Source: an optimization exercise on an open RTL-to-GDS flow (aim: small area and a short achievable clock period). Production flows keep margins and buffers that such runs may drop.
The RTL was checked by simulation tests, not by an equivalence proof against the original design.
Power is estimated from default activity; no workload was simulated.

<file path="flow/config.mk">
export PLATFORM = sky130hd
export DESIGN_NAME = wb_packer
export DESIGN_NICKNAME = wb_packer
export VERILOG_FILES = /design/flow/design.v
export SDC_FILE = /design/flow/constraint.sdc
export NUM_CORES = 4
export LEC_CHECK = 0
export CAP_MARGIN = 20
export CORE_MARGIN = 2
export CORE_UTILIZATION = 65
export CTS_CLUSTER_DIAMETER = 100
export CTS_CLUSTER_SIZE = 24
export SETUP_SLACK_MARGIN = 2.75
export SLEW_MARGIN = 20
</file>
<file path="flow/constraint.sdc">
create_clock -name core_clock -period 5.0 [get_ports {clk}]
set_input_delay 1.0000 -clock core_clock [delete_from_list [all_inputs] [get_ports {clk}]]
set_output_delay 1.0000 -clock core_clock [all_outputs]
set_load 0.01 [all_outputs]
</file>
<file path="flow/design.v">
package wb_packer_pkg;
  localparam int BURST_LEN = 8;
  localparam int HW_W      = 16;
  localparam int DATA_W    = HW_W * BURST_LEN;
  localparam int IDX_W     = $clog2(BURST_LEN);
  localparam int SLOTS     = 16;    
endpackage
module wb_fifo #(
  parameter int SLOTS = 16,
  parameter int LANES = 8,
  parameter int HW_W  = 16
) (
  input  logic                    clk,
  input  logic [SLOTS*LANES-1:0]  we,      
  input  logic [LANES*HW_W-1:0]   din,     
  input  logic [SLOTS-1:0]        rsel,    
  output logic [LANES*HW_W-1:0]   dout
);
  logic [SLOTS-1:0][LANES-1:0][HW_W-1:0] mem;
  for (genvar j = 0; j < SLOTS; j++) begin : g_slot
    for (genvar l = 0; l < LANES; l++) begin : g_lane
      always_ff @(posedge clk) begin
        if (we[j*LANES+l]) mem[j][l] <= din[l*HW_W +: HW_W];
      end
    end
  end
  always_comb begin
    dout = '0;
    for (int j = 0; j < SLOTS; j++)
      dout = dout | ({(LANES*HW_W){rsel[j]}} & mem[j]);
  end
endmodule
module wb_packer #(
  parameter int DEPTH  = 16,
  parameter int ADDR_W = 16
) (
  input  logic              clk,
  input  logic              rst_n,
  input  logic              op_start,
  input  logic [ADDR_W-1:0] base_addr,
  input  logic              output_en,
  input  logic [wb_packer_pkg::HW_W-1:0] output_data,
  input  logic              gemm_finish,
  output logic              wr_valid,
  input  logic              wr_ready,
  output logic [wb_packer_pkg::DATA_W-1:0] wr_data,
  output logic [wb_packer_pkg::BURST_LEN-1:0] wr_strb,
  output logic [ADDR_W-1:0] wr_addr,
  output logic              wr_last,
  output logic              busy,
  output logic              overflow,
  output logic [15:0]       word_count
);
  localparam int NS    = wb_packer_pkg::SLOTS;
  localparam int LANES = wb_packer_pkg::BURST_LEN;
  localparam int HW_W  = wb_packer_pkg::HW_W;
  localparam int DW    = wb_packer_pkg::DATA_W;
  logic            gf_q, flush_pending;
  logic            fresh;       
  logic [LANES-1:0] lt;         
  logic [2:0]      pm;          
  logic [NS-1:0]   ws;          
  logic [NS-1:0]   rs;          
  logic [DEPTH:2]  qt;          
  logic [NS-1:0]   meta_last;   
  logic [NS-1:0][2:0] meta_m;   
  logic fin_rise, n8, nz, flush_go, push, acc, pop, load, avail, take, go;
  logic ring_has, full_q, up, down;
  logic [2:0] head_m;
  logic       head_last;
  logic [LANES-1:0] head_strb;
  assign ring_has = qt[2];
  assign full_q   = qt[DEPTH];
  assign fin_rise = gemm_finish & ~gf_q;
  assign n8       = ~lt[LANES-1];
  assign nz       = ~lt[0];
  assign go       = output_en & ~op_start;
  assign flush_go = flush_pending & ~output_en & ~op_start;
  assign push     = (go & n8) | (flush_go & nz);
  assign acc      = push & (~full_q | wr_ready);
  assign pop      = wr_valid & wr_ready;
  assign load     = ~wr_valid | wr_ready;
  assign avail    = ring_has | push;
  assign take     = load & avail;
  assign up       = acc & ~pop;
  assign down     = pop & ~acc;
  always_comb begin
    head_m    = pm;
    head_last = ~output_en;
    for (int j = 0; j < NS; j++) begin
      if (ring_has && rs[j]) begin
        head_m    = meta_m[j];
        head_last = meta_last[j];
      end
    end
    for (int l = 0; l < LANES; l++)
      head_strb[l] = avail & (3'(l) <= head_m);
  end
  logic [NS*LANES-1:0] we;
  logic [DW-1:0]       din, rd;
  logic [NS-1:0]       ws_next;    
  logic [LANES-1:0]    lane_in;    
  assign ws_next = {ws[NS-2:0], ws[NS-1]};
  logic roll_keep, roll_drop;
  assign roll_keep = go & n8 & (~full_q | wr_ready);
  assign roll_drop = go & n8 & full_q & ~wr_ready;
  always_comb begin
    for (int l = 0; l < LANES; l++) begin
      lane_in[l] = go & (n8 ? (l == 0) : (lt[l] & ((l == 0) | ~lt[(l+LANES-1)%LANES])));
      din[l*HW_W +: HW_W] = lane_in[l] ? output_data : '0;
    end
    for (int j = 0; j < NS; j++) begin
      we[j*LANES] = (ws[j] & lt[0]) | (roll_keep & ws_next[j]) | (roll_drop & ws[j]);
      for (int l = 1; l < LANES; l++)
        we[j*LANES+l] = ws[j] & lt[l];
    end
  end
  wb_fifo #(.SLOTS(NS), .LANES(LANES), .HW_W(HW_W)) u_fifo (
    .clk  (clk),
    .we   (we),
    .din  (din),
    .rsel (rs),
    .dout (rd)
  );
  always_ff @(posedge clk) begin
    for (int j = 0; j < NS; j++) begin
      if (ws[j]) begin
        meta_m[j]    <= pm;
        meta_last[j] <= ~output_en;
      end
    end
  end
  always_ff @(posedge clk or negedge rst_n) begin
    if (!rst_n) begin
      gf_q          <= 1'b0;
      fresh         <= 1'b0;
      flush_pending <= 1'b0;
      lt            <= '1;
      pm            <= 3'd7;
      ws            <= NS'(1);
      rs            <= NS'(1);
      qt            <= '0;
    end else begin
      gf_q  <= gemm_finish;
      fresh <= go & n8;
      if (op_start) begin
        lt            <= '1;
        pm            <= 3'd7;
        flush_pending <= 1'b0;
      end else if (output_en) begin
        lt <= n8 ? {{(LANES-1){1'b1}}, 1'b0} : {lt[LANES-2:0], 1'b0};
        pm <= pm + 3'd1;
        if (fin_rise) flush_pending <= 1'b1;
      end else begin
        if (flush_pending) begin
          lt <= '1;
          pm <= 3'd7;
        end
        flush_pending <= fin_rise;
      end
      if (acc)  ws <= ws_next;
      if (take) rs <= {rs[NS-2:0], rs[NS-1]};
      for (int k = 2; k <= DEPTH; k++) begin
        if (up)   qt[k] <= (k == 2) ? wr_valid : qt[k-1];
        if (down) qt[k] <= (k == DEPTH) ? 1'b0 : qt[k+1];
      end
    end
  end
  logic busy_d, nz_d, fp_d;
  assign nz_d   = ~op_start & (output_en | (nz & ~flush_pending));
  assign fp_d   = ~op_start & (output_en ? (flush_pending | fin_rise) : fin_rise);
  assign busy_d = nz_d | fp_d | (load ? avail : wr_valid);
  always_ff @(posedge clk or negedge rst_n) begin
    if (!rst_n) begin
      wr_valid <= 1'b0;
      wr_data  <= '0;
      wr_strb  <= '0;
      wr_last  <= 1'b0;
      busy     <= 1'b0;
    end else begin
      busy <= busy_d;
      if (load) begin
        wr_valid <= avail;
        wr_strb  <= head_strb;
        wr_last  <= avail & head_last;
        wr_data[HW_W-1:0]  <= avail ? rd[HW_W-1:0] : '0;
        wr_data[DW-1:HW_W] <= (avail & ~(fresh & ~ring_has)) ? rd[DW-1:HW_W] : '0;
      end
    end
  end
  always_ff @(posedge clk or negedge rst_n) begin
    if (!rst_n) begin
      wr_addr    <= '0;
      word_count <= '0;
      overflow   <= 1'b0;
    end else if (op_start) begin
      wr_addr    <= base_addr;
      word_count <= '0;
      overflow   <= 1'b0;
    end else begin
      if (pop) begin
        wr_addr <= wr_addr + 1'b1;
        if (word_count != 16'hFFFF) word_count <= word_count + 1'b1;
      end
      if (push && full_q && !wr_ready) overflow <= 1'b1;
    end
  end
endmodule
</file>
<file path="flow/run.sh">
#!/bin/bash
# synth_recipe.tcl (not shown) runs the flow's synth.tcl, then flattens the netlist and writes it again
# the make line also repeats each setting of config.mk as NAME=value (left out here)
make -C /OpenROAD-flow-scripts/flow DESIGN_CONFIG=/design/flow/config.mk WORK_HOME=/design/flow/orfs CLKGATE_MAP_FILE= SYNTH_SCRIPT=/design/flow/synth_recipe.tcl finish
</file>
==> run notes, run 1 <==
Across the run, the number of max-cap violations was 0. For the worst setup path, the data arrival time is 1.45 ns. The path class of the tightest hold or removal check is input pin to asynchronous set/reset pin. The cell family contributing the most delay on the critical path is flip-flops. The routed wire length came out at 264000 um. The worst setup path is of the flip-flop to output port kind. The maximum clock insertion buffer count is 3. The hold-fix buffer count after cts is 0. At the end of routability-driven placement, the weighted congestion stood at 0.796. At the later pin of the worst-skew pair, clock insertion delay measures ~0.78 ns. The most used flip-flop cell after synthesis is sky130_fd_sc_hd__edfxtp_1.

Global routing used ~8% of the available met3 tracks. The width of the die is 368 um. At the end of the flow, the number of nets in the layout was ~5200. The total negative setup slack came out at 0 ns. The share of cells above drive strength 1 is between 10% and 20%.

The top-level port count is 210. At the end of the flow the core is filled with cells to 73.8%. The required time of the worst setup path came out at approximately 4.0 ns.

The largest net degree at the start of global routing came out at 137. The share of synthesized registers carrying an async set or reset came out at 9.94%. The mean instance size in the synthesized netlist came out at 18.3 um^2. The number of clock buffers added by TritonCTS is roughly 110. The first-pass iteration count of the detailed router came out at 9. The slew at the pin with the worst max-slew slack came out at around 1.2 ns. The commonest non-fill, non-tap cell in the layout is sky130_fd_sc_hd__edfxtp_1.

Setup repair after global routing could not meet its margin everywhere. The fmax is approximately 400 MHz. Hold is met by 0.205 ns.

The final count of pins violating max slew is 0. The number of design rule violations left after detail routing is 0. The number of synthesized flops with an enable pin came out at between 2000 and 2500. After detailed routing, the average wire length per cell comes to 37.7 um. Walking the worst path, the cells encountered are buf_6. The wire length of the first global-routing pass is around 360000 um.

CTS built an H-tree with a depth of 3. For this design the ratio of total power to cell area is about 430 nW/um^2. The post-detailed-route via-to-cell ratio came out at 7.37. The met2 demand-to-capacity share in global routing came out at 58.6%. Across the VDD grid, the largest voltage drop is 349 uV. STA classifies the critical path endpoint as an output port.

Counting every net in the synthesized netlist gives 4732. The worst setup skew after layout came out at 0.0479 ns. The cell area that synthesis handed to floorplanning was 85900 um^2. The final hold violation count is 0.

The routed layout has ~52000 vias. The run finished with no timing, DRC or antenna violations. The clock tree from TritonCTS is done. The highest-utilization routing layer at the global route stage is met2. The stage delay of the slowest cell on the critical path is 0.51 ns. The number of synthesis warnings came out at 2. For this configuration, the core starts out at a cell density of 65.5%. In this run the number of cells on the critical path is 1.

After the first detailed-routing iteration, the DRC count stood at 7936. The number of buffers and inverters on the critical path is 1. The synthesized instance count is between 4000 and 5000.

The die outline area is 135000 um^2. The count of cells along the worst register-to-register path is 5. The sum of net half-perimeters after detailed placement is ~130000 um. The setup-violating endpoint count in the final report came out at 0. The largest individual stage delay along the critical path comes from the cell sky130_fd_sc_hd__dfrtp_2. The synthesis-stage register bit count came out at between 2000 and 2500.

In this run the tool buffered the top-level ports with 209 buffer cells. Summed over all cells, the static leakage comes to 35.8 nW. The global-route track usage on met1 came out at between 50% and 60%. The largest fanout on the critical path is 2.

In the layout the commonest cells are 2112 x sky130_fd_sc_hd__edfxtp_1, 643 x sky130_fd_sc_hd__a22o_1, 511 x sky130_fd_sc_hd__a221oi_1, 339 x sky130_fd_sc_hd__buf_4, 181 x sky130_fd_sc_hd__dfrtp_1. After filler insertion, the fill cell instance count of the layout stands at 7737. STA classifies the critical path startpoint as a flip-flop. From synthesis to final layout, the design area changed by 12.7%. After clock tree synthesis, the clock-pin slew on the worst setup and hold paths is 0.10 ns. The cell row count is about 130. The remaining antenna violation count came out at 0. The area of the core is 131000 um^2. The leftover overflow at the end of global routing came out at 0. The number of antenna violations at the first check in global routing is 17. After synthesis, the netlist uses 62 different library cells.

In this run the tightest slew margin relative to its limit is 17.6%. The minimum clock period is 2.45 ns. The final period utilization is 49.0%. The number of clock sinks came out at 2345. The overall track demand over capacity in global routing is 38.4%. The share of the Yosys chip area taken by registers is 80.6%.

The number of global-route vias before repair came out at 48200. From bottom edge to top edge, the die measures roughly 370 um. The cell sitting at the root of the clock tree is a sky130_fd_sc_hd__clkbuf_16.
metrics by stage:
stage | cells | area, um^2 | worst slack, ns | power (mW)
final | 6998 | 96900 | 2.55 | 41.2
after global routing | 6978 | 96800 | 2.53 | 42.0
after CTS | 6868 | 95600 | 2.53 | 40.4
after detailed placement | 6488 | 90800 | 0.965 | 29.5
after global placement | 6485 | 90700 | 1.04 | 29.4
after floorplan | 4690 | 86400 | 2.21 | 26.0
synthesized netlist by cell type (19+ instances only):
cell                          n  area (um^2)
sky130_fd_sc_hd__clkbuf_1   271         1020
sky130_fd_sc_hd__o21ai_0     54          270
sky130_fd_sc_hd__edfxtp_1  2112        63400
sky130_fd_sc_hd__nor2b_1     19          119
sky130_fd_sc_hd__nor2_1      38          143
sky130_fd_sc_hd__a221oi_1   514         4500
sky130_fd_sc_hd__a22o_1     659         5770
sky130_fd_sc_hd__and2_1     241         1510
sky130_fd_sc_hd__buf_1       37          139
sky130_fd_sc_hd__nand4_1    133          832
sky130_fd_sc_hd__nand2_1    121          454
sky130_fd_sc_hd__dfrtp_1    220         5510
logic make-up (layout without fill, tap and decap cells):
logic type	Yosys count	in the layout	synth area share, %
DFF	2345	2345	80.6
xor gates and xnor gates	27	27	0.275
and+or+nand+nor	630	631	4.15
adders and majority gates	4	4	0.0582
other	0	27	0
AOI/OAI and AO/OA	1300	1300	12.9
muxes	33	33	0.409
buffers and inverters	351	876	1.64
path summary, 6_finish.rpt:
| check | start | end | slack [ns] |
|---|---|---|---|
| min reg2reg | wr_data[73] | wr_data[73] | 0.51 |
| max in group asynchronous | rst_n | wr_data[74] | 3.71 |
| max reg2reg | rs[1] | wr_data[27] | 2.66 |
| min in group core_clock | wr_data[73] | wr_data[73] | 0.51 |
| max | wr_last | wr_last | 2.55 |
| min | rst_n | wr_data[4] | 0.20 |
sequential cells by signal, indices dropped and copies added, names as in the netlist:
| name | cells |
|---|---|
| fresh | 1 |
| wr_addr | 16 |
| wr_strb | 8 |
| flush_pending | 1 |
| wr_last | 1 |
| rs | 16 |
| gf_q | 1 |
| overflow | 1 |
| pm | 3 |
| meta_m | 48 |
| wr_data | 128 |
| meta_last | 16 |
| busy | 1 |
| lt | 8 |
| word_count | 16 |
| qt | 15 |
| wr_valid | 1 |
| ws | 16 |
| u_fifo.mem | 2048 |
layout make-up:
class / instances / area (um^2) / area share (%)
diodes: 27 / 67.6 / 0.0698
clock buffers: 200 / 3110 / 3.21
clock inverters: 2 / 17.5 / 0.0181
inverters: 17 / 72.6 / 0.0749
multi-input cells: 1995 / 15900 / 16.4
flip-flops and latches: 2345 / 69400 / 71.6
well taps: 1755 / 2200 / 2.27
repair buffers: 656 / 6110 / 6.31
repair inverters: 1 / 5.00 / 0.00517
report_power, final:
group / switching, mW / total, mW / leakage, nW / internal, mW
Clock: 5.83 / 10.1 / 1.48 / 4.23
Sequential: 0.493 / 21.9 / 25.3 / 21.4
Combinational: 6.14 / 9.27 / 9.03 / 3.13
Total: 12.5 / 41.2 / 35.8 / 28.8
repair_timing:
action                     in CTS  in global routing
buffers inserted              167                 97
setup endpoints to repair    2631                492
gates cloned                   11                  4
gates resized for setup       856                 60
hold endpoints to repair        0                  0
pin swaps                      10                 23
metal layers:
metal,up-vias,wire length (um)
met2,3963,121000
li1,20400,-
met5,-,49
met4,8,10800
met3,568,35500
met1,26600,96500
==> run 2: changes to the inputs <==
--- a/flow/config.mk
+++ b/flow/config.mk
@@ -9,6 +9,6 @@
 export CORE_MARGIN = 2
-export CORE_UTILIZATION = 65
+export CORE_UTILIZATION = 70
 export CTS_CLUSTER_DIAMETER = 100
 export CTS_CLUSTER_SIZE = 24
-export SETUP_SLACK_MARGIN = 2.75
+export SETUP_SLACK_MARGIN = 2.6
 export SLEW_MARGIN = 20
==> run 2 against run 1 <==
Effect of this change:
- still clean
- fmax is 2.5% lower
- hold slack worse by 0.020 ns
- sequential power about the same
- via count grew 0.28%
- sequential cell count stayed put
- critical path depth increased by 1
- final area is 1.2% lower
- sequential share of layout area up 0.85 points
- global-route usage rose by 2.2 points
- die area fell by 7.1%
- synthesized area is the same
- critical path type is now flip-flop to flip-flop
==> run notes, run 2 <==
The width of the die came out at 354 um (was 368 um). The first-pass iteration count of the detailed router is 6 (was 9). The placed cell count was 6321 (was 6488). The post-synthesis to final-layout area growth came out at 11.4% (was 12.7%). The largest area contributor in the synthesized netlist was sky130_fd_sc_hd__edfxtp_1 (unchanged). The number of clock sinks came out at 2345 (unchanged). The final period utilization came to 50.3% (was 49.0%). The number of synthesis warnings came to 2 (unchanged).

The number of synthesized flops with an enable pin came out at 2112 (unchanged). The hold-fix buffer count after cts is 0 (unchanged). The worst ir drop on vdd is 497 uV (was 349 uV). The sum of net half-perimeters after detailed placement came to 117000 um (was 125000 um). The post-synthesis net count is 4732 (unchanged).

The H-tree depth is 3 (unchanged). The worst setup skew after layout came out at 0.0363 ns (was 0.0479 ns). The maximum clock insertion buffer count is 3 (unchanged).

The share of synthesized registers carrying an async set or reset is 9.94% (unchanged). The number of I/O port buffers is 209 (unchanged). The total negative setup slack is 0 ns (unchanged). The number of antenna violations at the first check in global routing is 20 (was 17). Crit path cell chain: buf_4, and2_1 (was buf_6).

The cell family contributing the most delay on the critical path was simple AND/OR/NAND/NOR gates (was flip-flops). The sort of element at the start of the critical path is a flip-flop (unchanged). The final count of pins violating max slew is 0 (unchanged).

The remaining antenna violation count was 0 (unchanged). Result of the run: timing/DRC/antenna clean (unchanged). The number of global-route vias before repair was 48400 (was 48200). The commonest non-fill, non-tap cell in the layout was sky130_fd_sc_hd__edfxtp_1 (unchanged). The starting density of the core was 70.5% (was 65.5%). The worst-case headroom to the max-slew limit is 13.4% (was 17.6%).

The area of the core was 122000 um^2 (was 131000 um^2). The height of the die is 354 um (was 368 um). The summed area of non-filler cells in the final layout is 95700 um^2 (was 96900 um^2). Most used standard cells in the synthesized netlist: 2112 x sky130_fd_sc_hd__edfxtp_1, 659 x sky130_fd_sc_hd__a22o_1, 514 x sky130_fd_sc_hd__a221oi_1, 271 x sky130_fd_sc_hd__clkbuf_1, 241 x sky130_fd_sc_hd__and2_1 (unchanged).

The number of design rule violations left after detail routing is 0 (unchanged). The clock tree from TritonCTS is done (unchanged). The slew at the pin with the worst max-slew slack came out at 1.30 ns (was 1.24 ns). The largest fanout on the critical path came to 16 (was 2).

The worst reg-to-reg setup slack is 2.49 ns (was 2.66 ns). Top flop regs: u_fifo.mem (2048), wr_data (128), meta_m (48) (unchanged). The cell row count is 128 (was 133). The kind of critical path is flip-flop to flip-flop (was flip-flop to output port). The worst-path cell with the longest stage delay is sky130_fd_sc_hd__and2_1 (was sky130_fd_sc_hd__dfrtp_2). The sum of buffers and inverters on the critical path came out at 1 (unchanged). The setup-violating endpoint count in the final report was 0 (unchanged). The area after detailed placement came out at 90100 um^2 (was 90800 um^2). The register bank with the most flops is u_fifo.mem (unchanged). The clock latency of the later-clocked register in the worst-skew pair is 0.76 ns (was 0.78 ns).

The synthesized instance count is 4690 (unchanged). The count of cell types in the netlist was 62 (unchanged). The wire length of the first global-routing pass came out at 356000 um (was 363000 um). The number of nets at the end of the flow came out at 5011 (was 5165).

The flip-flop count of the largest register, all copies and words added came out at 2048 (unchanged). The leakage power summed over all cells is 34.9 nW (was 35.8 nW). The post-detailed-route via-to-cell ratio came out at 7.70 (was 7.37). The leftover overflow at the end of global routing was 0 (unchanged). The overall track demand over capacity in global routing is 40.6% (was 38.4%). The stage delay of the slowest cell on the critical path came to 1.02 ns (was 0.51 ns).

The clock transition at the register clock pins on the worst setup and hold paths after CTS is 0.10 ns (about the same). The weighted congestion at the end of routability-driven global placement came out at 0.814 (was 0.796). The number of max-capacitance violations reported came out at 0 (unchanged). The average wire length per cell after detail routing came out at 39.0 um (was 37.7 um).

The netlist area before placement came to 85900 um^2 (unchanged). Top library cells by usage in the layout, fill and taps aside: 2112 x sky130_fd_sc_hd__edfxtp_1, 643 x sky130_fd_sc_hd__a22o_1, 514 x sky130_fd_sc_hd__a221oi_1, 202 x sky130_fd_sc_hd__buf_4, 188 x sky130_fd_sc_hd__dfrtp_1 (was 2112 x sky130_fd_sc_hd__edfxtp_1, 643 x sky130_fd_sc_hd__a22o_1, 511 x sky130_fd_sc_hd__a221oi_1, 339 x sky130_fd_sc_hd__buf_4, 181 x sky130_fd_sc_hd__dfrtp_1). The share of the synthesized area in the top cell type was 73.8% (unchanged). The routed wire length came to 262000 um (was 264000 um). The synthesis-stage register bit count is 2345 (unchanged). The cell with the most instances after synthesis was sky130_fd_sc_hd__edfxtp_1 (unchanged). The final hold violation count came to 0 (unchanged). The top-level port count was 210 (unchanged). The startpoint of the worst register-to-register path is ws[10] (was rs[1]). The kind of end point of the critical path is a flip-flop (was output port).

The minimum clock period came to 2.51 ns (was 2.45 ns). The power per cell area came to 427 nW/um^2 (was 426 nW/um^2). Largest cells by area after synthesis: sky130_fd_sc_hd__edfxtp_1 74%, sky130_fd_sc_hd__a22o_1 6.7%, sky130_fd_sc_hd__dfrtp_1 6.4% (unchanged). The fmax is 398 MHz (was 408 MHz). The first-iteration detailed-routing DRC count is 8888 (was 7936). The total power is 40.9 mW (was 41.2 mW).

The number of standard cells in the final layout excluding fillers is 6717 (was 6998). The master cell of the clock root buffer was sky130_fd_sc_hd__clkbuf_16 (unchanged). The via count is 51700 (was 51600). The path type of the worst min-delay path is input pin to asynchronous set/reset pin (unchanged). The mean instance size in the synthesized netlist is 18.3 um^2 (unchanged). The worst setup path startpoint is ws[10] (was wr_last).

The largest net degree at the start of global routing is 137 (unchanged). The number of buffers inserted during clock tree synthesis came out at 107 (unchanged). The required time of the worst setup path came to 5.35 ns (was 4.00 ns). The share of synthesized area occupied by flip-flops and latches is 80.6% (unchanged). The most used flip-flop cell after synthesis is sky130_fd_sc_hd__edfxtp_1 (unchanged). The share of cells above drive strength 1 came out at 15.6% (was 19.5%). The data arrival time of the worst path came out at 2.87 ns (was 1.45 ns). The die outline area came out at 126000 um^2 (was 135000 um^2). RSZ-0062 raised after global routing: yes (unchanged).
run 2: cell counts after synthesis:
Identical to the previous run, type by type.
run 2: path summary, 6_finish.rpt:
check,to,depth (start not counted)
worst max-delay path,u_fifo.mem[1368],2
worst min-delay path,wr_data[5],1
worst max register to register,u_fifo.mem[1368],2
worst min register to register,wr_data[83],1
max in group asynchronous,wr_addr[2],2
min in group core_clock,wr_data[83],1
run 2: worst register-to-register path, cell delays in order, from the launching register on:
cell and delay (ns):
sky130_fd_sc_hd__dfrtp_1 0.70, sky130_fd_sc_hd__buf_4 0.37, sky130_fd_sc_hd__and2_1 1.03
run 2: through the flow:
step	hold WS [ns]	worst slack (ns)	util (%)
detailed placement	0.485	0.939	73.9
finish	0.184	2.49	78.5
global route	0.270	2.49	78.5
CTS	0.249	2.58	78.0
global placement	0.472	1.07	73.9
floorplan	0.467	2.21	-
run 2: logic make-up after synthesis:
group / Yosys count / synth area share [%]
AO/OA/AOI/OAI: 1300 / 12.9
XOR/XNOR: 27 / 0.275
adder cells (fa/ha/maj): 4 / 0.0582
buffers and inverters: 351 / 1.64
flip-flops: 2345 / 80.6
multiplexers: 33 / 0.409
AND/OR/NAND/NOR: 630 / 4.15
run 2: metal layers:
metal  up-vias  global-route usage (%)  part of all wire [%]
met3       729                    9.17                    15
met4        16                    16.7                   4.4
met2      4809                    62.5                    46
met5         -                       0                 0.039
met1     26100                    57.5                    34
li1      20100                       -                     -
run 2: report_power, final:
group          internal (mW)  total (mW)  leakage [nW]  switching, mW
Combinational           2.93        8.81          8.10           5.89
Sequential              21.4        22.0          25.3          0.634
Clock                   4.28        10.1          1.50           5.79
run 2: timing repair:
| action | 4_1_cts | 5_1_grt |
|---|---|---|
| gates cloned | 18 | 4 |
| setup endpoints to repair | 2523 | 573 |
| pin swaps | 6 | 10 |
| gates resized for setup | 723 | 73 |
| setup buffers | 106 | 31 |
run 2: final cells by class:
| type | count | area, um^2 |
|---|---|---|
| well taps | 1625 | 2030 |
| flip-flops and latches | 2345 | 69400 |
| clock buffers | 200 | 3150 |
| repair buffers | 502 | 5110 |
| fillers | 6491 | 26200 |
| diodes | 31 | 77.6 |
| multi-input cells | 1995 | 15900 |
| clock inverters | 1 | 8.76 |
| repair inverters | 1 | 5.00 |
| inverters | 17 | 78.8 |
==> run 3: changes to the inputs <==
--- a/flow/config.mk
+++ b/flow/config.mk
@@ -7,5 +7,5 @@
 export LEC_CHECK = 0
-export CAP_MARGIN = 20
+export CAP_MARGIN = 10
 export CORE_MARGIN = 2
-export CORE_UTILIZATION = 70
+export CORE_UTILIZATION = 65
 export CTS_CLUSTER_DIAMETER = 100
@@ -13,2 +13,2 @@
 export SETUP_SLACK_MARGIN = 2.6
-export SLEW_MARGIN = 20
+export SLEW_MARGIN = 10
==> run 3 against run 2 <==
Effect of this change:
- sequential cell count is the same
- combinational power shrank 13%
- sequential share of layout area is 1.0 points higher
- final area is 1.4% lower
- register-to-register slack better by 0.07 ns
- first-iteration DRC count down 15%
- clock skew fell by 0.0029 ns
- critical path depth is 3 higher
- power decreased by 2.8%
- routed wire length shrank 3.0%
==> run notes, run 3 <==
Result of the run: timing/DRC/antenna clean (unchanged). The synthesis-stage register bit count came out at 2345 (unchanged). The starting density of the core is 65.5% (was 70.5%).

Top flop regs: u_fifo.mem (2048), wr_data (128), meta_m (48) (unchanged). The synthesized instance count is 4690 (unchanged). The post-synthesis to final-layout area growth is 9.82% (was 11.4%). The number of design rule violations left after detail routing is 0 (unchanged). The power per cell area came out at 421 nW/um^2 (was 427 nW/um^2).

Most used standard cells in the synthesized netlist: 2112 x sky130_fd_sc_hd__edfxtp_1, 659 x sky130_fd_sc_hd__a22o_1, 514 x sky130_fd_sc_hd__a221oi_1, 271 x sky130_fd_sc_hd__clkbuf_1, 241 x sky130_fd_sc_hd__and2_1 (unchanged). The number of nets at the end of the flow is 4981 (was 5011). The endpoint of the worst-slack reg-to-reg timing path is wr_data[18] (was u_fifo.mem[1368]). The wire length of the first global-routing pass is 354000 um (was 356000 um).

RSZ-0062 raised after global routing: yes (unchanged). The top-level port count was 210 (unchanged). The register bank with the most flops is u_fifo.mem (unchanged). The count of cell types in the netlist was 62 (unchanged). The share of synthesized registers carrying an async set or reset came out at 9.94% (unchanged). The leftover overflow at the end of global routing is 0 (unchanged). The startpoint of the worst register-to-register path was rs[9] (was ws[10]). The kind of end point of the critical path is a flip-flop (unchanged).

The number of global-route vias before repair came out at 47700 (was 48400). The internal power component is 28.0 mW (was 28.6 mW). The number of synthesized flops with an enable pin is 2112 (unchanged). The setup-violating endpoint count in the final report is 0 (unchanged).

The fmax came out at 408 MHz (was 398 MHz). The flip-flop count of the largest register, all copies and words added is 2048 (unchanged). The number of clock sinks came out at 2345 (unchanged). The remaining antenna violation count came out at 0 (unchanged). The sum of net half-perimeters after detailed placement came out at 122000 um (was 117000 um).

The cell row count came out at 133 (was 128). The number of synthesis warnings is 2 (unchanged). The minimum clock period is 2.45 ns (was 2.51 ns). The clock tree from TritonCTS was done (unchanged).

The post-detailed-route via-to-cell ratio came out at 7.35 (was 7.70). The total negative setup slack is 0 ns (unchanged). The largest area contributor in the synthesized netlist is sky130_fd_sc_hd__edfxtp_1 (unchanged). The routed wire length was 254000 um (was 262000 um). The sequential share of power is 55.6% (was 53.8%).

The slew at the pin with the worst max-slew slack is 1.38 ns (was 1.30 ns). The clock latency of the later-clocked register in the worst-skew pair is 0.77 ns (was 0.76 ns). The share of the synthesized area in the top cell type came to 73.8% (unchanged).

The proportion of power drawn by combinational gates was 19.2% (was 21.5%). The reported net switching power is 11.8 mW (was 12.3 mW). The master cell of the clock root buffer is sky130_fd_sc_hd__clkbuf_16 (unchanged). The via count came to 50200 (was 51700).

The required time of the worst setup path came out at 5.65 ns (was 5.35 ns). The final worst-path setup slack came out at 2.55 ns (was 2.49 ns). The worst reg-to-reg setup slack came out at 2.55 ns (was 2.49 ns). The netlist area before placement came to 85900 um^2 (unchanged). The multi-input combinational cell area is 15700 um^2 (was 15900 um^2).

The final count of pins violating max slew is 0 (unchanged). The post-synthesis net count came out at 4732 (unchanged). The sort of element at the start of the critical path is a flip-flop (unchanged). The kind of critical path was flip-flop to flip-flop (unchanged). The summed area of non-filler cells in the final layout came out at 94400 um^2 (was 95700 um^2).

The worst setup skew after layout is 0.0334 ns (was 0.0363 ns). The total power came to 39.8 mW (was 40.9 mW). The data arrival time of the worst path is 3.10 ns (was 2.87 ns). The placement-stage worst setup slack is 0.704 ns (was 0.939 ns). The maximum clock insertion buffer count is 3 (unchanged). The final hold violation count is 0 (unchanged). The largest net degree at the start of global routing is 89 (was 137). The weighted congestion at the end of routability-driven global placement was 0.789 (was 0.814). The largest fanout on the critical path came to 50 (was 16). The cell with the most instances after synthesis is sky130_fd_sc_hd__edfxtp_1 (unchanged). The area of the core was 131000 um^2 (was 122000 um^2). Largest cells by area after synthesis: sky130_fd_sc_hd__edfxtp_1 74%, sky130_fd_sc_hd__a22o_1 6.7%, sky130_fd_sc_hd__dfrtp_1 6.4% (unchanged).

The number of I/O port buffers is 209 (unchanged). The most used flip-flop cell after synthesis was sky130_fd_sc_hd__edfxtp_1 (unchanged). The number of buffers inserted during clock tree synthesis is 107 (unchanged).

The overall track demand over capacity in global routing came out at 37.2% (was 40.6%). The area after detailed placement came to 90300 um^2 (was 90100 um^2). The share of cells above drive strength 1 came out at 15.7% (was 15.6%). The clock transition at the register clock pins on the worst setup and hold paths after CTS is 0.10 ns (about the same). The first-pass iteration count of the detailed router is 5 (was 6). The height of the die came out at 368 um (was 354 um).

The final period utilization came out at 49.0% (was 50.3%). The number of max-capacitance violations reported is 0 (unchanged). The die outline area is 135000 um^2 (was 126000 um^2). The commonest non-fill, non-tap cell in the layout was sky130_fd_sc_hd__edfxtp_1 (unchanged). The area used by sequential logic in the layout came out at 69400 um^2 (about the same). The number of antenna violations at the first check in global routing is 17 (was 20). The worst ir drop on vdd is 443 uV (was 497 uV). The hold-fix buffer count after cts was 0 (unchanged). The clock power share is 25.2% (was 24.6%). The worst-case headroom to the max-slew limit came to 7.94% (was 13.4%). The fill cell instance count of the final layout came out at 8076 (was 6491). The first-iteration detailed-routing DRC count was 7566 (was 8888). The H-tree depth came out at 3 (unchanged). The count of cells along the worst register-to-register path is 5 (was 2). The average wire length per cell after detail routing is 37.2 um (was 39.0 um). The path type of the worst min-delay path was input pin to asynchronous set/reset pin (unchanged). The mean instance size in the synthesized netlist is 18.3 um^2 (unchanged).

The core occupancy in the finished layout was 71.9% (was 78.5%). The width of the die is 368 um (was 354 um). The switching portion of total power was 29.7% (was 30.1%). Top library cells by usage in the layout, fill and taps aside: 2112 x sky130_fd_sc_hd__edfxtp_1, 643 x sky130_fd_sc_hd__a22o_1, 514 x sky130_fd_sc_hd__a221oi_1, 217 x sky130_fd_sc_hd__buf_4, 191 x sky130_fd_sc_hd__dfrtp_1 (was 2112 x sky130_fd_sc_hd__edfxtp_1, 643 x sky130_fd_sc_hd__a22o_1, 514 x sky130_fd_sc_hd__a221oi_1, 202 x sky130_fd_sc_hd__buf_4, 188 x sky130_fd_sc_hd__dfrtp_1). The leakage power summed over all cells came out at 34.5 nW (was 34.9 nW). The share of synthesized area occupied by flip-flops and latches is 80.6% (unchanged).
## run 3: worst max path at each step
stage	startpoint	end	depth (start not counted)
6_report	rs[9]	wr_data[18]	5
5_1_grt	pm[2]	wr_strb[7]	6
4_1_cts	wr_valid	wr_valid	1
3_5_place_dp	output_en	u_fifo.mem[1187]	7
3_3_place_gp	output_en	u_fifo.mem[1647]	7
2_1_floorplan	output_en	qt[7]	11
## run 3: routing by layer
| metal | part of all wire [%] | global-route usage [%] |
|---|---|---|
| met1 | 36 | 53.3 |
| met2 | 47 | 57.8 |
| met3 | 13 | 7.26 |
| met4 | 3.8 | 14.2 |
| met5 | 0.0051 | 0 |
## run 3: power by group through the flow
stage               clock (mW)  combinational, mW  sequential [mW]
floorplan                    0               3.97             22.0
global placement             0               6.51             22.8
detailed placement           0               6.57             22.8
CTS                       10.1               7.34             22.1
global route              10.8               7.85             22.1
finish                    10.0               7.65             22.1
## run 3: kinds of logic (layout without fill, tap and decap cells)
kind of cell    Yosys count  in the layout  synth area share (%)
mux                      33             33                 0.409
flops                  2345           2345                  80.6
simple gates            630            631                  4.15
other cells               0             43                     0
buf+inv                 351            691                  1.64
xor+xnor                 27             27                 0.275
fa+ha+maj                 4              4                0.0582
compound gates         1300           1300                  12.9
## run 3: cell type report
class / instances / share of cell area (%)
multi-input combinational: 1995 / 16.6
timing repair inverter: 1 / 0.00530
timing repair buffer: 472 / 4.03
inverter: 17 / 0.0835
clock buffer: 199 / 3.29
tap: 1755 / 2.33
sequential: 2345 / 73.5
antenna: 43 / 0.114
clock inverter: 2 / 0.0186
## run 3: through the flow
step	hold slack, ns	cells
after detailed placement	0.472	6467
after global routing	0.298	6809
after CTS	0.246	6778
final	0.249	6829
after floorplan	0.467	4690
after global placement	0.469	6467
## run 3: repair_timing
item / CTS / global route
resized for setup: 792 / 53
hold endpoints to repair: 0 / 0
buffers inserted: 104 / 8
endpoints found under the setup margin: 2530 / 1720
pin swaps: 3 / 3
cloned: 6 / 0
## run 3: critical path, stage by stage (launching register included)
cell,delay [ns]
sky130_fd_sc_hd__dfrtp_4,0.72
sky130_fd_sc_hd__buf_6,0.42
sky130_fd_sc_hd__a22o_1,0.29
sky130_fd_sc_hd__a221oi_1,0.24
sky130_fd_sc_hd__nand4_1,0.31
sky130_fd_sc_hd__a22o_1,0.29
==> run 4: changes to the inputs <==
--- a/flow/config.mk
+++ b/flow/config.mk
@@ -7,8 +7,8 @@
 export LEC_CHECK = 0
-export CAP_MARGIN = 10
+export CAP_MARGIN = 20
 export CORE_MARGIN = 2
 export CORE_UTILIZATION = 65
-export CTS_CLUSTER_DIAMETER = 100
-export CTS_CLUSTER_SIZE = 24
+export CTS_CLUSTER_DIAMETER = 60
+export CTS_CLUSTER_SIZE = 20
 export SETUP_SLACK_MARGIN = 2.6
-export SLEW_MARGIN = 10
+export SLEW_MARGIN = 20
==> run 4 against run 3 <==
Effect of this change:
- utilization is 1.5 points higher
- sequential power hardly changed
- worst setup slack worse by 0.0086 ns
- die area stayed put
- hold slack worse by 0.048 ns
- clock power is 28% higher
- first-iteration DRC count is 3.6% higher
- via count is 1.4% higher
- final area is 2.0% higher
- sequential cell count stayed put
- routed wire length is 0.49% higher
- synthesized area stayed put
==> run notes, run 4 <==
Result of the run: timing/DRC/antenna clean (unchanged). The post-synthesis to final-layout area growth came out at 12.0% (was 9.82%). The average wire length per cell after detail routing is 37.0 um (was 37.2 um). The mean instance size in the synthesized netlist came out at 18.3 um^2 (unchanged). The leftover overflow at the end of global routing is 0 (unchanged). The worst-path cell with the longest stage delay is sky130_fd_sc_hd__dfrtp_2 (was sky130_fd_sc_hd__dfrtp_4). The weighted congestion at the end of routability-driven global placement came out at 0.789 (unchanged). The largest fanout on the critical path came to 2 (was 50). The share of synthesized registers carrying an async set or reset came out at 9.94% (unchanged). The remaining antenna violation count is 0 (unchanged). The final period utilization came out at 49.1% (was 49.0%).

The width of the die was 368 um (unchanged). The count of cells along the worst register-to-register path came out at 5 (unchanged). The maximum clock insertion buffer count is 3 (unchanged).

The final hold violation count is 0 (unchanged). The core occupancy in the finished layout is 73.3% (was 71.9%). The cell with the most instances after synthesis is sky130_fd_sc_hd__edfxtp_1 (unchanged). The number of buffers inserted during clock tree synthesis came out at 147 (was 107). The netlist area before placement is 85900 um^2 (unchanged). The clock latency of the later-clocked register in the worst-skew pair is 0.82 ns (was 0.77 ns).

The cell family contributing the most delay on the critical path is flip-flops (was compound AO/OA/AOI/OAI gates). The multi-input combinational cell area is 15700 um^2 (about the same). The H-tree depth came out at 4 (was 3).

The share of cells above drive strength 1 was 17.8% (was 15.7%). The number of clock sinks is 2345 (unchanged). The height of the die came out at 368 um (unchanged). The number of synthesis warnings is 2 (unchanged). The final count of pins violating max slew is 0 (unchanged). The sort of element at the start of the critical path was a flip-flop (unchanged).

The slew at the pin with the worst max-slew slack was 1.27 ns (was 1.38 ns). The overall track demand over capacity in global routing is 37.5% (was 37.2%). The synthesized instance count was 4690 (unchanged). The post-detailed-route via-to-cell ratio was 7.37 (was 7.35). The fmax came out at 407 MHz (was 408 MHz).

The sum of net half-perimeters after detailed placement is 123000 um (was 122000 um). The register bank with the most flops is u_fifo.mem (unchanged). The number of design rule violations left after detail routing is 0 (unchanged). The placement-stage worst setup slack came out at 0.747 ns (was 0.704 ns). The commonest non-fill, non-tap cell in the layout is sky130_fd_sc_hd__edfxtp_1 (unchanged). The worst ir drop on vdd is 501 uV (was 443 uV). The wire length of the first global-routing pass came to 355000 um (was 354000 um). The leakage power summed over all cells came out at 35.4 nW (was 34.5 nW). The stage delay of the slowest cell on the critical path was 0.49 ns (was 0.72 ns). The fill cell instance count of the final layout is 7839 (was 8076).

The sum of buffers and inverters on the critical path is 1 (unchanged). The worst reg-to-reg setup slack is 2.60 ns (was 2.55 ns). The die outline area came to 135000 um^2 (unchanged). The detailed-route wire length on metal 1 came out at 92300 um (was 92700 um).

The clock tree from TritonCTS is done (unchanged). The synthesis-stage register bit count is 2345 (unchanged). The area of the core is 131000 um^2 (unchanged). The master cell of the clock root buffer is sky130_fd_sc_hd__clkbuf_16 (unchanged).

Top library cells by usage in the layout, fill and taps aside: 2112 x sky130_fd_sc_hd__edfxtp_1, 643 x sky130_fd_sc_hd__a22o_1, 514 x sky130_fd_sc_hd__a221oi_1, 219 x sky130_fd_sc_hd__buf_4, 191 x sky130_fd_sc_hd__dfrtp_1 (was 2112 x sky130_fd_sc_hd__edfxtp_1, 643 x sky130_fd_sc_hd__a22o_1, 514 x sky130_fd_sc_hd__a221oi_1, 217 x sky130_fd_sc_hd__buf_4, 191 x sky130_fd_sc_hd__dfrtp_1). The routed wire length is 255000 um (was 254000 um). The top layer used by detailed routing is met5 (unchanged). The share of the synthesized area in the top cell type is 73.8% (unchanged). The post-synthesis net count came out at 4732 (unchanged).

The largest area contributor in the synthesized netlist is sky130_fd_sc_hd__edfxtp_1 (unchanged). The largest net degree at the start of global routing came to 89 (unchanged). The count of cell types in the netlist is 62 (unchanged). The kind of end point of the critical path is an output port (was flip-flop). The startpoint of the worst register-to-register path was rs[12] (was rs[9]). The data arrival time of the worst path came out at 1.46 ns (was 3.10 ns). The setup-violating endpoint count in the final report is 0 (unchanged). RSZ-0062 raised after global routing: yes (unchanged).

The worst-case headroom to the max-slew limit came out at 15.2% (was 7.94%). The routed wire length on met3 was 33800 um (was 33100 um). The flip-flop count of the largest register, all copies and words added is 2048 (unchanged). The hold-fix buffer count after cts came out at 0 (unchanged). The clock transition at the register clock pins on the worst setup and hold paths after CTS came out at 0.08 ns (was 0.10 ns).

The first-pass iteration count of the detailed router came out at 6 (was 5). The area used by sequential logic in the layout was 69300 um^2 (was 69400 um^2). The total power is 42.6 mW (was 39.8 mW). The cell row count is 133 (unchanged). The routed wire length on met2 came to 120000 um (was 119000 um). The first-iteration detailed-routing DRC count came to 7838 (was 7566). The number of antenna violations at the first check in global routing came out at 17 (unchanged). The top-level port count is 210 (unchanged). The number of synthesized flops with an enable pin is 2112 (unchanged). The endpoint of the worst-slack reg-to-reg timing path is wr_data[85] (was wr_data[18]). Largest cells by area after synthesis: sky130_fd_sc_hd__edfxtp_1 74%, sky130_fd_sc_hd__a22o_1 6.7%, sky130_fd_sc_hd__dfrtp_1 6.4% (unchanged). The number of max-capacitance violations reported came to 0 (unchanged). The kind of critical path was flip-flop to output port (was flip-flop to flip-flop). The required time of the worst setup path is 4.00 ns (was 5.65 ns).

The power per cell area was 443 nW/um^2 (was 421 nW/um^2). Top flop regs: u_fifo.mem (2048), wr_data (128), meta_m (48) (unchanged). The total negative setup slack is 0 ns (unchanged). The number of I/O port buffers was 209 (unchanged).

The most used flip-flop cell after synthesis is sky130_fd_sc_hd__edfxtp_1 (unchanged). Crit path cell chain: buf_6 (was buf_6, a22o_1, a221oi_1, nand4_1, a22o_1). The worst setup skew after layout came out at 0.0236 ns (was 0.0334 ns). The number of nets at the end of the flow came to 5032 (was 4981).

The worst setup path startpoint is wr_valid (was rs[9]). The share of synthesized area occupied by flip-flops and latches came out at 80.6% (unchanged). The final worst-path setup slack came out at 2.54 ns (was 2.55 ns). The via count came out at 50900 (was 50200). The number of global-route vias before repair came to 48100 (was 47700).

The starting density of the core came out at 65.5% (unchanged). Most used standard cells in the synthesized netlist: 2112 x sky130_fd_sc_hd__edfxtp_1, 659 x sky130_fd_sc_hd__a22o_1, 514 x sky130_fd_sc_hd__a221oi_1, 271 x sky130_fd_sc_hd__clkbuf_1, 241 x sky130_fd_sc_hd__and2_1 (unchanged). The minimum clock period came to 2.46 ns (was 2.45 ns). The path type of the worst min-delay path was input pin to asynchronous set/reset pin (unchanged).
==> run 4: final cells by class <==
| class | instances | area share, % |
|---|---|---|
| Inverter | 17 | 0.0793 |
| Tap cell | 1755 | 2.28 |
| Timing Repair Buffer | 483 | 4.17 |
| Sequential cell | 2345 | 72.0 |
| Clock inverter | 45 | 0.559 |
| Multi-Input combinational cell | 1995 | 16.3 |
| Timing Repair inverter | 1 | 0.00520 |
| Clock buffer | 225 | 4.43 |
| Antenna cell | 42 | 0.109 |
==> run 4: repair_timing <==
item | in CTS | in global routing
gates cloned | 6 | 0
setup endpoints to repair | 2471 | 823
pin swaps | 3 | 5
gates resized for setup | 812 | 74
buffers inserted | 102 | 15
==> run 4: logic make-up (layout without fill, tap and decap cells) <==
logic type | Yosys count | after routing | share of synthesized area [%]
DFF | 2345 | 2345 | 80.6
AOI/OAI and AO/OA | 1300 | 1300 | 12.9
and+or+nand+nor | 630 | 631 | 4.15
buffers and inverters | 351 | 771 | 1.64
muxes | 33 | 33 | 0.409
xor gates and xnor gates | 27 | 27 | 0.275
adders and majority gates | 4 | 4 | 0.0582
other | 0 | 42 | 0
==> run 4: where the power goes <==
group	internal, mW	switching [mW]
registers	21.4	0.715
clock network	6.46	6.38
logic	2.38	5.32
==> run 4: through the flow <==
stage | hold slack [ns] | instance area [um^2] | instances
after floorplan | 0.467 | 86100 | 4690
after global placement | 0.469 | 90300 | 6467
after detailed placement | 0.472 | 90300 | 6471
after CTS | 0.190 | 95800 | 6849
after global routing | 0.234 | 96200 | 6879
final | 0.201 | 96300 | 6908
==> run 4: worst max path at each step <==
stage,to,slack [ns],cells past startpoint
final,wr_valid,2.54,1
after floorplan,qt[7],2.21,11
after global placement,u_fifo.mem[1647],0.90,7
after detailed placement,u_fifo.mem[1071],0.75,7
after CTS,wr_valid,2.51,1
after global routing,wr_strb[3],2.50,6
==> run 4: metal layers <==
metal  GRT usage [%]  vias up
li1                -    20200
met1            53.1    26100
met2            57.9     3929
met3            8.15      588
met4            15.0        8
met5               0        -
==> run 5: changes to the inputs <==
--- a/flow/config.mk
+++ b/flow/config.mk
@@ -10,4 +10,4 @@
 export CORE_UTILIZATION = 65
-export CTS_CLUSTER_DIAMETER = 60
-export CTS_CLUSTER_SIZE = 20
+export CTS_CLUSTER_DIAMETER = 150
+export CTS_CLUSTER_SIZE = 26
 export SETUP_SLACK_MARGIN = 2.6
==> run 5 against run 4 <==
Effect of this change:
- routed wire length fell by 0.62%
- sequential cell count did not move
- utilization fell by 1.5 points
- die area did not move
- final area fell by 2.0%
- via count fell by 1.4%
- still clean
- sequential share of layout area rose by 1.5 points
- critical endpoint is now wr_data[18]
- synthesized cell count did not move
- largest cell class unchanged
- global-route usage fell by 0.42 points
- combinational power barely moved
==> run notes, run 5 <==
The synthesized instance count is 4690 (unchanged). The worst setup path startpoint is rs[9] (was wr_valid). The startpoint of the worst register-to-register path is rs[9] (was rs[12]).

The number of nets at the end of the flow is 4991 (was 5032). The number of I/O port buffers came out at 209 (unchanged). The most used flip-flop cell after synthesis was sky130_fd_sc_hd__edfxtp_1 (unchanged).

The final worst-path setup slack came to 2.56 ns (was 2.54 ns). The number of synthesis warnings came out at 2 (unchanged). The die outline area is 135000 um^2 (unchanged). The leakage power summed over all cells was 34.5 nW (was 35.4 nW).

The largest net degree at the start of global routing is 89 (unchanged). The flip-flop count of the largest register, all copies and words added is 2048 (unchanged). The count of cells along the worst register-to-register path came to 5 (unchanged).

The total negative setup slack came out at 0 ns (unchanged). The post-detailed-route via-to-cell ratio is 7.36 (was 7.37). The mean instance size in the synthesized netlist is 18.3 um^2 (unchanged). The multi-input combinational cell area is 15800 um^2 (was 15700 um^2). The placement-stage worst setup slack came out at 0.747 ns (unchanged). The largest area contributor in the synthesized netlist is sky130_fd_sc_hd__edfxtp_1 (unchanged). The H-tree depth came out at 3 (was 4).

The count of cell types in the netlist came out at 62 (unchanged). The wire length of the first global-routing pass is 352000 um (was 355000 um). The worst reg-to-reg setup slack is 2.56 ns (was 2.60 ns). The clock transition at the register clock pins on the worst setup and hold paths after CTS came out at 0.10 ns (was 0.08 ns). The required time of the worst setup path is 5.66 ns (was 4.00 ns). The slew at the pin with the worst max-slew slack came out at 1.25 ns (was 1.27 ns). The average wire length per cell after detail routing is 37.2 um (was 37.0 um). The height of the die is 368 um (unchanged).

The width of the die came to 368 um (unchanged). The final count of pins violating max slew was 0 (unchanged). The sum of net half-perimeters after detailed placement was 123000 um (unchanged).

The number of antenna violations at the first check in global routing came to 17 (unchanged). The number of synthesized flops with an enable pin was 2112 (unchanged). The number of global-route vias before repair is 47500 (was 48100). The power per cell area came out at 418 nW/um^2 (was 443 nW/um^2).

The core occupancy in the finished layout is 71.8% (was 73.3%). The routed wire length is 254000 um (was 255000 um). The number of design rule violations left after detail routing is 0 (unchanged). The final period utilization was 48.9% (was 49.1%). The number of buffers inserted during clock tree synthesis came out at 100 (was 147). RSZ-0062 raised after global routing: yes (unchanged).

The share of synthesized registers carrying an async set or reset came to 9.94% (unchanged). The share of the synthesized area in the top cell type came to 73.8% (unchanged). The remaining antenna violation count is 0 (unchanged).

The kind of critical path is flip-flop to flip-flop (was flip-flop to output port). The synthesis-stage register bit count came out at 2345 (unchanged). The path type of the worst min-delay path is input pin to asynchronous set/reset pin (unchanged). The sort of element at the start of the critical path was a flip-flop (unchanged). The number of max-capacitance violations reported came to 0 (unchanged). The worst setup skew after layout came out at 0.0332 ns (was 0.0236 ns). The first-pass iteration count of the detailed router was 5 (was 6). The fmax is 409 MHz (was 407 MHz). The master cell of the clock root buffer is sky130_fd_sc_hd__clkbuf_16 (unchanged). The clock tree from TritonCTS was done (unchanged). Largest cells by area after synthesis: sky130_fd_sc_hd__edfxtp_1 74%, sky130_fd_sc_hd__a22o_1 6.7%, sky130_fd_sc_hd__dfrtp_1 6.4% (unchanged). The minimum clock period came out at 2.44 ns (was 2.46 ns). Top flop regs: u_fifo.mem (2048), wr_data (128), meta_m (48) (unchanged). The top-level port count came out at 210 (unchanged). The overall track demand over capacity in global routing came out at 37.1% (was 37.5%). The kind of end point of the critical path is a flip-flop (was output port). The worst-case headroom to the max-slew limit came to 16.6% (was 15.2%).

Result of the run: timing/DRC/antenna clean (unchanged). The capturing element of the worst setup path was wr_data[18] (was wr_valid). The worst ir drop on vdd is 501 uV (about the same). Top library cells by usage in the layout, fill and taps aside: 2112 x sky130_fd_sc_hd__edfxtp_1, 643 x sky130_fd_sc_hd__a22o_1, 514 x sky130_fd_sc_hd__a221oi_1, 227 x sky130_fd_sc_hd__buf_4, 191 x sky130_fd_sc_hd__dfrtp_1 (was 2112 x sky130_fd_sc_hd__edfxtp_1, 643 x sky130_fd_sc_hd__a22o_1, 514 x sky130_fd_sc_hd__a221oi_1, 219 x sky130_fd_sc_hd__buf_4, 191 x sky130_fd_sc_hd__dfrtp_1).

The maximum clock insertion buffer count came out at 3 (unchanged). The data arrival time of the worst path is 3.10 ns (was 1.46 ns). The cell row count is 133 (unchanged). The area of the core came out at 131000 um^2 (unchanged). The weighted congestion at the end of routability-driven global placement came to 0.789 (unchanged). The fill cell instance count of the final layout came out at 8092 (was 7839). The largest fanout on the critical path came to 50 (was 2). The leftover overflow at the end of global routing came out at 0 (unchanged).

The post-route worst hold slack came out at 0.255 ns (was 0.201 ns). The share of cells above drive strength 1 was 16.3% (was 17.8%). The commonest non-fill, non-tap cell in the layout is sky130_fd_sc_hd__edfxtp_1 (unchanged). The endpoint of the worst-slack reg-to-reg timing path is wr_data[18] (was wr_data[85]). The register bank with the most flops was u_fifo.mem (unchanged).

The clock latency of the later-clocked register in the worst-skew pair came out at 0.77 ns (was 0.82 ns). The netlist area before placement is 85900 um^2 (unchanged). The share of synthesized area occupied by flip-flops and latches came out at 80.6% (unchanged). The first-iteration detailed-routing DRC count was 7935 (was 7838).

The setup-violating endpoint count in the final report came out at 0 (unchanged). The area used by sequential logic in the layout came to 69400 um^2 (was 69300 um^2). The post-synthesis net count is 4732 (unchanged). The cell with the most instances after synthesis is sky130_fd_sc_hd__edfxtp_1 (unchanged). The final hold violation count came out at 0 (unchanged). Most used standard cells in the synthesized netlist: 2112 x sky130_fd_sc_hd__edfxtp_1, 659 x sky130_fd_sc_hd__a22o_1, 514 x sky130_fd_sc_hd__a221oi_1, 271 x sky130_fd_sc_hd__clkbuf_1, 241 x sky130_fd_sc_hd__and2_1 (unchanged). The starting density of the core came out at 65.5% (unchanged). The via count came to 50200 (was 50900). The post-synthesis to final-layout area growth came to 9.77% (was 12.0%). The number of clock sinks was 2345 (unchanged).
[run 5: changes by cell type in the layout (fill, tap and decap cells not counted), sizes merged]
cell	previous run	this run
buf	453	450
bufinv	9	0
clkbuf	228	193
clkdlybuf4s18	0	1
clkinv	17	1
clkinvlp	10	3
diode	42	25
inv	27	21
[run 5: cell type report]
class / instances / area share (%)
flip-flops and latches: 2345 / 73.5
repair inverters: 1 / 0.00531
well taps: 1755 / 2.33
inverters: 17 / 0.0809
repair buffers: 489 / 4.20
multi-input cells: 1995 / 16.7
diodes: 25 / 0.0663
clock buffers: 182 / 3.00
clock inverters: 7 / 0.0875
[run 5: routing by layer]
metal,up-vias,routed length (um),global-route usage [%],share of wire [%]
li1,20000,-,-,-
met1,25900,93100,53.1,37
met2,3685,120000,58.3,47
met3,508,31500,6.97,12
met4,8,9500,12.9,3.7
met5,-,52,0,0.020
[run 5: repair_timing]
item,4_1_cts,5_1_grt
pin swaps,3,4
hold buffers,0,0
setup buffers,106,17
resized for setup,787,95
endpoints found under the setup margin,2522,991
cloned,6,0
[run 5: worst max-delay path: stages, from the launching register on]
cell and delay [ns]:
sky130_fd_sc_hd__dfrtp_4 0.73, sky130_fd_sc_hd__buf_6 0.42, sky130_fd_sc_hd__a22o_1 0.29, sky130_fd_sc_hd__a221oi_1 0.26
sky130_fd_sc_hd__nand4_1 0.30, sky130_fd_sc_hd__a22o_1 0.29
[run 5: per-stage QoR]
stage,power (mW),std cells,cell area (um^2)
2_1_floorplan,26.0,4690,86100
3_3_place_gp,29.3,6467,90300
3_5_place_dp,29.4,6471,90300
4_1_cts,39.2,6772,94000
5_1_grt,40.4,6792,94300
6_report,39.5,6816,94300
[run 5: kinds of logic after synthesis]
kind of cell	Yosys count	share of synthesized area [%]
XOR/XNOR	27	0.275
multiplexers	33	0.409
buffers and inverters	351	1.64
AO/OA/AOI/OAI	1300	12.9
adder cells (fa/ha/maj)	4	0.0582
AND/OR/NAND/NOR	630	4.15
flip-flops	2345	80.6
[run 5: worst min-delay path by stage]
stage,startpoint,slack [ns],depth (start not counted),end
floorplan,qt[16],0.47,2,qt[16]
global placement,wr_strb[7],0.47,2,wr_strb[7]
detailed placement,wr_strb[7],0.47,2,wr_strb[7]
CTS,rst_n,0.25,1,wr_data[9]
global route,rst_n,0.28,1,wr_data[9]
finish,rst_n,0.26,1,wr_data[9]
[run 5: power breakdown]
| part | internal (mW) | leakage, nW | switching [mW] |
|---|---|---|---|
| Clock | 3.90 | 1.38 | 5.78 |
| Combinational | 2.38 | 7.87 | 5.34 |
| Sequential | 21.4 | 25.3 | 0.675 |
==> run 6: changes to the inputs <==
--- a/flow/config.mk
+++ b/flow/config.mk
@@ -10,4 +10,5 @@
 export CORE_UTILIZATION = 65
-export CTS_CLUSTER_DIAMETER = 150
-export CTS_CLUSTER_SIZE = 26
+export CTS_CLUSTER_DIAMETER = 100
+export CTS_CLUSTER_SIZE = 24
+export GPL_TIMING_DRIVEN = 0
 export SETUP_SLACK_MARGIN = 2.6
==> run 6 against run 5 <==
Effect of this change:
- sequential share of layout area is 2.5 points lower
- via count is 9.7% higher
- utilization is 2.5 points higher
- critical endpoint is now wr_data[125]
- highest routed layer unchanged
==> run notes, run 6 <==
Result of the run: timing/DRC/antenna clean (unchanged). Top library cells by usage in the layout, fill and taps aside: 2112 x sky130_fd_sc_hd__edfxtp_1, 643 x sky130_fd_sc_hd__a22o_1, 494 x sky130_fd_sc_hd__a221oi_1, 215 x sky130_fd_sc_hd__dfrtp_1, 209 x sky130_fd_sc_hd__buf_2 (was 2112 x sky130_fd_sc_hd__edfxtp_1, 643 x sky130_fd_sc_hd__a22o_1, 514 x sky130_fd_sc_hd__a221oi_1, 227 x sky130_fd_sc_hd__buf_4, 191 x sky130_fd_sc_hd__dfrtp_1). The average wire length per cell after detail routing was 45.0 um (was 37.2 um).

The most used flip-flop cell after synthesis is sky130_fd_sc_hd__edfxtp_1 (unchanged). The H-tree depth came out at 3 (unchanged). The largest net degree at the start of global routing came out at 87 (was 89). The setup-violating endpoint count in the final report was 0 (unchanged). The share of the synthesized area in the top cell type is 73.8% (unchanged). The internal power component came out at 28.8 mW (was 27.7 mW). The number of buffers inserted during clock tree synthesis is 107 (was 100). The die outline area came out at 135000 um^2 (unchanged). The first-iteration detailed-routing DRC count came out at 11500 (was 7935). The width of the die came out at 368 um (unchanged).

The leftover overflow at the end of global routing came to 0 (unchanged). The number of clock sinks came out at 2345 (unchanged). The post-synthesis net count was 4732 (unchanged). The cell with the most instances after synthesis was sky130_fd_sc_hd__edfxtp_1 (unchanged). The switching portion of total power came out at 33.9% (was 29.9%).

The mean instance size in the synthesized netlist is 18.3 um^2 (unchanged). The post-synthesis to final-layout area growth is 13.5% (was 9.77%). The post-detailed-route via-to-cell ratio is 7.72 (was 7.36). The share of synthesized registers carrying an async set or reset is 9.94% (unchanged). The area after detailed placement came out at 92100 um^2 (was 90300 um^2). Top flop regs: u_fifo.mem (2048), wr_data (128), meta_m (48) (unchanged).

The routed wire length was 321000 um (was 254000 um). The power per cell area came out at 447 nW/um^2 (was 418 nW/um^2). Crit path cell chain: clkbuf_2, clkbuf_8, buf_2, a221oi_1, nand4_1, a22o_1 (was buf_6, a22o_1, a221oi_1, nand4_1, a22o_1).

The kind of critical path is flip-flop to flip-flop (unchanged). The minimum clock period is 2.55 ns (was 2.44 ns). The required time of the worst setup path is 5.66 ns (about the same).

The sequential share of power is 49.4% (was 55.9%). The final count of pins violating max slew came out at 0 (unchanged). The commonest non-fill, non-tap cell in the layout is sky130_fd_sc_hd__edfxtp_1 (unchanged). The master cell of the clock root buffer is sky130_fd_sc_hd__clkbuf_16 (unchanged). The netlist area before placement is 85900 um^2 (unchanged). The final hold violation count is 0 (unchanged). The cell row count is 133 (unchanged).

The via count is 55000 (was 50200). The cell family contributing the most delay on the critical path is buffers and inverters (was compound AO/OA/AOI/OAI gates). The number of max-capacitance violations reported came to 0 (unchanged). The clock transition at the register clock pins on the worst setup and hold paths after CTS is 0.10 ns (about the same).

The startpoint of the worst register-to-register path is rs[10] (was rs[9]). The number of nets at the end of the flow is 5276 (was 4991). The sum of buffers and inverters on the critical path came out at 3 (was 1). The sum of net half-perimeters after detailed placement came out at 196000 um (was 123000 um). The proportion of power drawn by combinational gates came out at 27.4% (was 19.6%). The synthesized instance count came to 4690 (unchanged). RSZ-0062 raised after global routing: yes (unchanged).

The number of synthesis warnings is 2 (unchanged). The stage delay of the slowest cell on the critical path is 0.45 ns (was 0.73 ns). The number of I/O port buffers came out at 209 (unchanged). The worst setup skew after layout is 0.0575 ns (was 0.0332 ns). The overall track demand over capacity in global routing is 47.3% (was 37.1%). The area of the core is 131000 um^2 (unchanged). The first-pass iteration count of the detailed router is 8 (was 5). The largest area contributor in the synthesized netlist is sky130_fd_sc_hd__edfxtp_1 (unchanged). The final period utilization came out at 50.9% (was 48.9%).

The starting density of the core is 65.5% (unchanged). The worst ir drop on vdd came out at 356 uV (was 501 uV). Most used standard cells in the synthesized netlist: 2112 x sky130_fd_sc_hd__edfxtp_1, 659 x sky130_fd_sc_hd__a22o_1, 514 x sky130_fd_sc_hd__a221oi_1, 271 x sky130_fd_sc_hd__clkbuf_1, 241 x sky130_fd_sc_hd__and2_1 (unchanged). The clock latency of the later-clocked register in the worst-skew pair is 0.82 ns (was 0.77 ns). The path type of the worst min-delay path is input pin to asynchronous set/reset pin (unchanged). The top-level port count was 210 (unchanged). The endpoint of the worst-slack reg-to-reg timing path is wr_data[125] (was wr_data[18]). The maximum clock insertion buffer count is 3 (unchanged). The clock power share came out at 23.2% (was 24.5%).

The summed area of non-filler cells in the final layout is 97600 um^2 (was 94300 um^2). The fmax came out at 393 MHz (was 409 MHz). The hold-fix buffer count after cts came out at 0 (unchanged). The kind of end point of the critical path is a flip-flop (unchanged). The count of cell types in the netlist is 62 (unchanged). The largest fanout on the critical path came to 10 (was 50). The number of synthesized flops with an enable pin is 2112 (unchanged). The leakage power summed over all cells is 36.3 nW (was 34.5 nW). The data arrival time of the worst path came to 3.21 ns (was 3.10 ns).

The wire length of the first global-routing pass came to 424000 um (was 352000 um). Largest cells by area after synthesis: sky130_fd_sc_hd__edfxtp_1 74%, sky130_fd_sc_hd__a22o_1 6.7%, sky130_fd_sc_hd__dfrtp_1 6.4% (unchanged). The remaining antenna violation count came to 0 (unchanged). The worst-case headroom to the max-slew limit came to 6.51% (was 16.6%). The weighted congestion at the end of routability-driven global placement is 0.971 (was 0.789). The sort of element at the start of the critical path is a flip-flop (unchanged). The register bank with the most flops was u_fifo.mem (unchanged). The reported net switching power is 14.8 mW (was 11.8 mW).

The number of global-route vias before repair is 49500 (was 47500). The synthesis-stage register bit count is 2345 (unchanged). The flip-flop count of the largest register, all copies and words added came out at 2048 (unchanged). The total power is 43.6 mW (was 39.5 mW). The height of the die is 368 um (unchanged). The worst reg-to-reg setup slack is 2.45 ns (was 2.56 ns).

The share of cells above drive strength 1 is 21.6% (was 16.3%). The slew at the pin with the worst max-slew slack was 1.40 ns (was 1.25 ns). The clock tree from TritonCTS is done (unchanged). The count of cells along the worst register-to-register path came out at 6 (was 5).

The share of synthesized area occupied by flip-flops and latches came out at 80.6% (unchanged). The number of antenna violations at the first check in global routing is 43 (was 17). The worst-path cell with the longest stage delay was sky130_fd_sc_hd__dfrtp_1 (was sky130_fd_sc_hd__dfrtp_4).

The number of design rule violations left after detail routing came out at 0 (unchanged).
run 6: cell counts after synthesis:
No cell type changed its count.
run 6: worst register-to-register path, cell delays in order, from the launching register on:
cell and delay (ns):
sky130_fd_sc_hd__dfrtp_1 0.45, sky130_fd_sc_hd__clkbuf_2 0.27, sky130_fd_sc_hd__clkbuf_8 0.28, sky130_fd_sc_hd__buf_2 0.36, sky130_fd_sc_hd__a221oi_1 0.45, sky130_fd_sc_hd__nand4_1 0.31
sky130_fd_sc_hd__a22o_1 0.28
run 6: layout make-up:
class	count	area, um^2
buffer	334	2490
clock inverter	7	68.8
timing repair buffer	434	4190
inverter	17	75.1
tap	1755	2200
fill	7770	33700
clock buffer	196	3030
multi-input combinational	1994	16100
timing repair inverter	1	5.00
sequential	2345	69300
antenna	48	120
run 6: power by group through the flow:
stage	Sequential [mW]	Combinational [mW]	Clock, mW
5_1_grt	21.6	11.7	10.7
3_3_place_gp	22.0	9.85	0
4_1_cts	21.5	11.2	10.0
3_5_place_dp	22.0	10.5	0
2_1_floorplan	22.0	3.97	0
6_report	21.6	11.9	10.1
run 6: what timing repair did:
item	CTS	global route
buffers inserted	142	18
pin swaps	27	26
hold endpoints to repair	0	0
endpoints found under the setup margin	4263	1971
gates resized for setup	1180	148
cloned	2	0
run 6: cell families (layout without fill, tap and decap cells):
logic type,count (synthesis),after routing,share of synthesized area [%]
DFF,2345,2345,80.6
AOI/OAI and AO/OA,1300,1300,12.9
and+or+nand+nor,630,630,4.15
buffers and inverters,351,989,1.64
muxes,33,33,0.409
xor gates and xnor gates,27,27,0.275
adders and majority gates,4,4,0.0582
other,0,48,0
run 6: through the flow:
stage	hold slack, ns	util, %	worst slack [ns]	TNS [ns]	cells
CTS	0.0290	74.1	2.54	0	7065
finish	0.0316	74.3	2.45	0	7131
detailed placement	0.465	70.1	0.235	0	6718
floorplan	0.467	-	2.21	0	4690
global placement	0.463	68.9	-7.96	-1799.11	6654
global route	0.0306	74.2	2.46	0	7092
run 6: worst max-delay path by stage:
| stage | from | to | cells after the start |
|---|---|---|---|
| 2_1_floorplan | output_en | qt[7] | 11 |
| 3_3_place_gp | rst_n | wr_addr[5] | 1 |
| 3_5_place_dp | op_start | u_fifo.mem[9] | 7 |
| 4_1_cts | wr_strb[0] | wr_strb[0] | 1 |
| 5_1_grt | rs[10] | wr_last | 8 |
| 6_report | rs[10] | wr_data[125] | 6 |
run 6: layer usage:
| layer | GRT usage, % | share of wire [%] | up-vias |
|---|---|---|---|
| met1 | 63.0 | 33 | 27700 |
| met2 | 65.7 | 42 | 5490 |
| met3 | 19.3 | 17 | 1166 |
| met4 | 29.0 | 7.7 | 36 |
| met5 | 0 | 0.097 | - |
| li1 | - | - | 20700 |

## afterwards: timing with drivers on the ports
No port has a modelled driver above. Below, the same layouts with a new extraction and two added sets of constraints. Step 1, drivers: a clkbuf_16 drives clk and a buf_2 each remaining input, both assumed. Step 2 times the ports against the registers' clock, not the clock port: input delays grow and output delays shrink by t, the midpoint of the rising clock arrivals with the driver on. a / b / c = no drivers / after step 1 / after step 2; a / b = the first two.
run | t, ns | slack for setup (ns) | clock arrival spread, ns | slew at the worst register clock pin (ns) | pins driven straight from the clock port
run 1 | 0.837 | 2.549 / 2.470 / 1.952 | 0.049 / 0.049 | 0.10 / 0.10 | 1
run 2 | 0.825 | 2.486 / 2.482 / 1.804 | 0.037 / 0.037 | 0.11 / 0.11 | 1
run 3 | 0.832 | 2.552 / 2.506 / 1.796 | 0.034 / 0.034 | 0.10 / 0.10 | 1
run 4 | 0.893 | 2.543 / 2.458 / 1.694 | 0.027 / 0.027 | 0.09 / 0.09 | 1
run 5 | 0.837 | 2.556 / 2.494 / 1.720 | 0.039 / 0.040 | 0.11 / 0.11 | 1
run 6 | 0.871 | 2.454 / 2.454 / 1.646 | 0.060 / 0.060 | 0.11 / 0.11 | 1
After both steps every run listed still meets setup and hold. For run 4, which loses most, drivers alone change the setup slack by -0.085 ns; drivers and shift together by -0.849 ns.
